This is an optimization exercise on Yosys and OpenROAD, whose aim is small area, not a production implementation. The RTL was checked by simulation tests, not by an equivalence proof against the original design. Power and IR drop assume default switching activity.

Design cctv_motion_top, start of the top module:
module cctv_motion_top (
    input  wire                     pclk,
    input  wire                     rst_n,
    input  wire                     href,
    input  wire                     vref,
    input  wire cctv_pkg::cam_byte_t   ov7670_data,
    input  wire cctv_pkg::pix_thresh_t pixel_threshold,
    input  wire cctv_pkg::det_thresh_t detection_threshold,
    output logic                    motion_detected,
    output logic [15:0]             motion_detected_led,
    output cctv_pkg::diff_count_t   diff_pixel_cnt,
    output logic                    motion_update
);
For scale: roughly 1,200 cells after synthesis, ~820 flip-flops, ~50 I/O pins, ~20,000 um^2 of cells after synthesis.
==> module motion_differ, before the edit <==
module motion_differ (
    input  wire                     pclk,
    input  wire                     rst_n,
    input  wire                     pix_valid,
    input  wire cctv_pkg::rgb_t     pix_rgb,
    input  wire                     frame_end,
    input  wire cctv_pkg::pix_thresh_t pixel_threshold,
    output logic                    diff_hit,     
    output logic                    frame_done
);
    localparam int ring_len = 8;
    localparam int n_rings  = cctv_pkg::frame_pixels / ring_len;
    localparam int ph_w     = $clog2(ring_len);
    localparam int q_len    = ring_len / 2;
    localparam int q_w      = $clog2(q_len + 1);
    cctv_pkg::gray_t     chain [cctv_pkg::frame_pixels];  
    cctv_pkg::gray_t     queue [1:q_len];                 
    logic [ph_w-1:0]     phase;       
    logic [q_w-1:0]      pending;     
    cctv_pkg::gray_sum_t gray_sum;
    cctv_pkg::gray_t     cur_gray;
    cctv_pkg::gray_t     prev_gray;
    cctv_pkg::gray_t     abs_diff;
    cctv_pkg::gray_t     shift_in;
    logic [ph_w-1:0]     prev_slot;
    logic                shift;
    logic                primed;      
    assign gray_sum = cctv_pkg::gray_sum_t'(pix_rgb[11:8]) * cctv_pkg::gray_w_red
                    + cctv_pkg::gray_sum_t'(pix_rgb[7:4])  * cctv_pkg::gray_w_green
                    + cctv_pkg::gray_sum_t'(pix_rgb[3:0])  * cctv_pkg::gray_w_blue;
    assign cur_gray = gray_sum[7:4];
    assign prev_slot = ph_w'(ring_len - 1) - ph_w'(pending) + phase;
    assign prev_gray = chain[cctv_pkg::frame_pixels - ring_len + int'(prev_slot)];
    assign abs_diff  = (cur_gray > prev_gray) ? cur_gray - prev_gray
                                              : prev_gray - cur_gray;
    assign shift    = (phase == '0) & (pix_valid | (pending != '0));
    assign shift_in = (pending == '0) ? cur_gray : queue[pending];
    always_ff @(posedge pclk) begin
        for (int m = 0; m < n_rings; m++) begin
            if (m == 0)
                chain[0] <= shift ? shift_in : chain[ring_len-1];
            else
                chain[m*ring_len] <= shift ? chain[m*ring_len-1]
                                           : chain[m*ring_len+ring_len-1];
            for (int j = 1; j < ring_len; j++)
                chain[m*ring_len+j] <= chain[m*ring_len+j-1];
        end
        if (pix_valid) begin
            queue[1] <= cur_gray;
            for (int k = 2; k <= q_len; k++)
                queue[k] <= queue[k-1];
        end
    end
    always_ff @(posedge pclk or negedge rst_n) begin
        if (!rst_n) begin
            phase      <= '0;
            pending    <= '0;
            diff_hit   <= 1'b0;
            frame_done <= 1'b0;
            primed     <= 1'b0;
        end else begin
            if (!shift)
                phase <= phase + ph_w'(1);
            pending    <= pending + q_w'(pix_valid) - q_w'(shift);
            frame_done <= frame_end;
            if (frame_end) primed <= 1'b1;
            diff_hit <= pix_valid & primed & (abs_diff > pixel_threshold);
        end
    end
endmodule
Settings: LEC_CHECK=0, CAP_MARGIN=20, CORE_MARGIN=2, CORE_UTILIZATION=40, SLEW_MARGIN=20; clock period 7.0 ns.
run.sh (not shown) runs the stock make flow with config.mk's settings and CLKGATE_MAP_FILE= SYNTH_SCRIPT=/design/flow/synth_recipe.tcl, a recipe that flattens the netlist after the stock synthesis.
Next try:
--- a/flow/design.v
+++ b/flow/design.v
@@ -66,62 +66,34 @@
     input  wire cctv_pkg::pix_thresh_t pixel_threshold,
     output logic                    diff_hit,     
     output logic                    frame_done
 );
-    localparam int ring_len = 8;
-    localparam int n_rings  = cctv_pkg::frame_pixels / ring_len;
-    localparam int ph_w     = $clog2(ring_len);
-    localparam int q_len    = ring_len / 2;
-    localparam int q_w      = $clog2(q_len + 1);
-    cctv_pkg::gray_t     chain [cctv_pkg::frame_pixels];  
-    cctv_pkg::gray_t     queue [1:q_len];                 
-    logic [ph_w-1:0]     phase;       
-    logic [q_w-1:0]      pending;     
+    cctv_pkg::gray_t     prev_mem [cctv_pkg::frame_pixels];  
     cctv_pkg::gray_sum_t gray_sum;
     cctv_pkg::gray_t     cur_gray;
     cctv_pkg::gray_t     prev_gray;
     cctv_pkg::gray_t     abs_diff;
-    cctv_pkg::gray_t     shift_in;
-    logic [ph_w-1:0]     prev_slot;
-    logic                shift;
     logic                primed;      
     assign gray_sum = cctv_pkg::gray_sum_t'(pix_rgb[11:8]) * cctv_pkg::gray_w_red
                     + cctv_pkg::gray_sum_t'(pix_rgb[7:4])  * cctv_pkg::gray_w_green
                     + cctv_pkg::gray_sum_t'(pix_rgb[3:0])  * cctv_pkg::gray_w_blue;
     assign cur_gray = gray_sum[7:4];
-    assign prev_slot = ph_w'(ring_len - 1) - ph_w'(pending) + phase;
-    assign prev_gray = chain[cctv_pkg::frame_pixels - ring_len + int'(prev_slot)];
+    assign prev_gray = prev_mem[cctv_pkg::frame_pixels-1];
     assign abs_diff  = (cur_gray > prev_gray) ? cur_gray - prev_gray
                                               : prev_gray - cur_gray;
-    assign shift    = (phase == '0) & (pix_valid | (pending != '0));
-    assign shift_in = (pending == '0) ? cur_gray : queue[pending];
     always_ff @(posedge pclk) begin
-        for (int m = 0; m < n_rings; m++) begin
-            if (m == 0)
-                chain[0] <= shift ? shift_in : chain[ring_len-1];
-            else
-                chain[m*ring_len] <= shift ? chain[m*ring_len-1]
-                                           : chain[m*ring_len+ring_len-1];
-            for (int j = 1; j < ring_len; j++)
-                chain[m*ring_len+j] <= chain[m*ring_len+j-1];
-        end
         if (pix_valid) begin
-            queue[1] <= cur_gray;
-            for (int k = 2; k <= q_len; k++)
-                queue[k] <= queue[k-1];
+            prev_mem[0] <= cur_gray;
+            for (int i = 1; i < cctv_pkg::frame_pixels; i++)
+                prev_mem[i] <= prev_mem[i-1];
         end
     end
     always_ff @(posedge pclk or negedge rst_n) begin
         if (!rst_n) begin
-            phase      <= '0;
-            pending    <= '0;
             diff_hit   <= 1'b0;
             frame_done <= 1'b0;
             primed     <= 1'b0;
         end else begin
-            if (!shift)
-                phase <= phase + ph_w'(1);
-            pending    <= pending + q_w'(pix_valid) - q_w'(shift);
             frame_done <= frame_end;
             if (frame_end) primed <= 1'b1;
             diff_hit <= pix_valid & primed & (abs_diff > pixel_threshold);
         end
Result: The new run produced a clean layout. Clock skew barely changes. Register-to-register slack gains 0.26 ns. Area after synthesis is higher by 25%. Global-route usage is lower by 0.75 points. Die area goes up by about 25%. Total power fell by about 9%.

[static timing again, ports no longer ideal]
Ports are ideal in the flow. The routed layouts listed here were re-timed in OpenROAD.
Step 1 assumes that a clkbuf_16 drives the clock port and a buf_2 every other input.
Step 2 adds t to the input delays and takes it off the output delays; t is the mean of the earliest and latest rising clock arrival at the registers after step 1. Input paths then give back, and output paths get back, about the clock's delay inside the block.
Slacks: no drivers / after step 1 / after step 2; pairs: no drivers / after step 1.
| run | t, ns | setup WS [ns] | slew at the worst register clock pin (ns) |
|---|---|---|---|
| the first run | 0.633 | 1.046 / 1.074 / 0.441 | 0.06 / 0.06 |
| the second run | 0.650 | 1.386 / 1.399 / 0.768 | 0.06 / 0.06 |
After both steps every run listed still meets setup and hold. For the second run, which loses most, drivers alone change the setup slack by +0.013 ns; drivers and shift together by -0.618 ns.
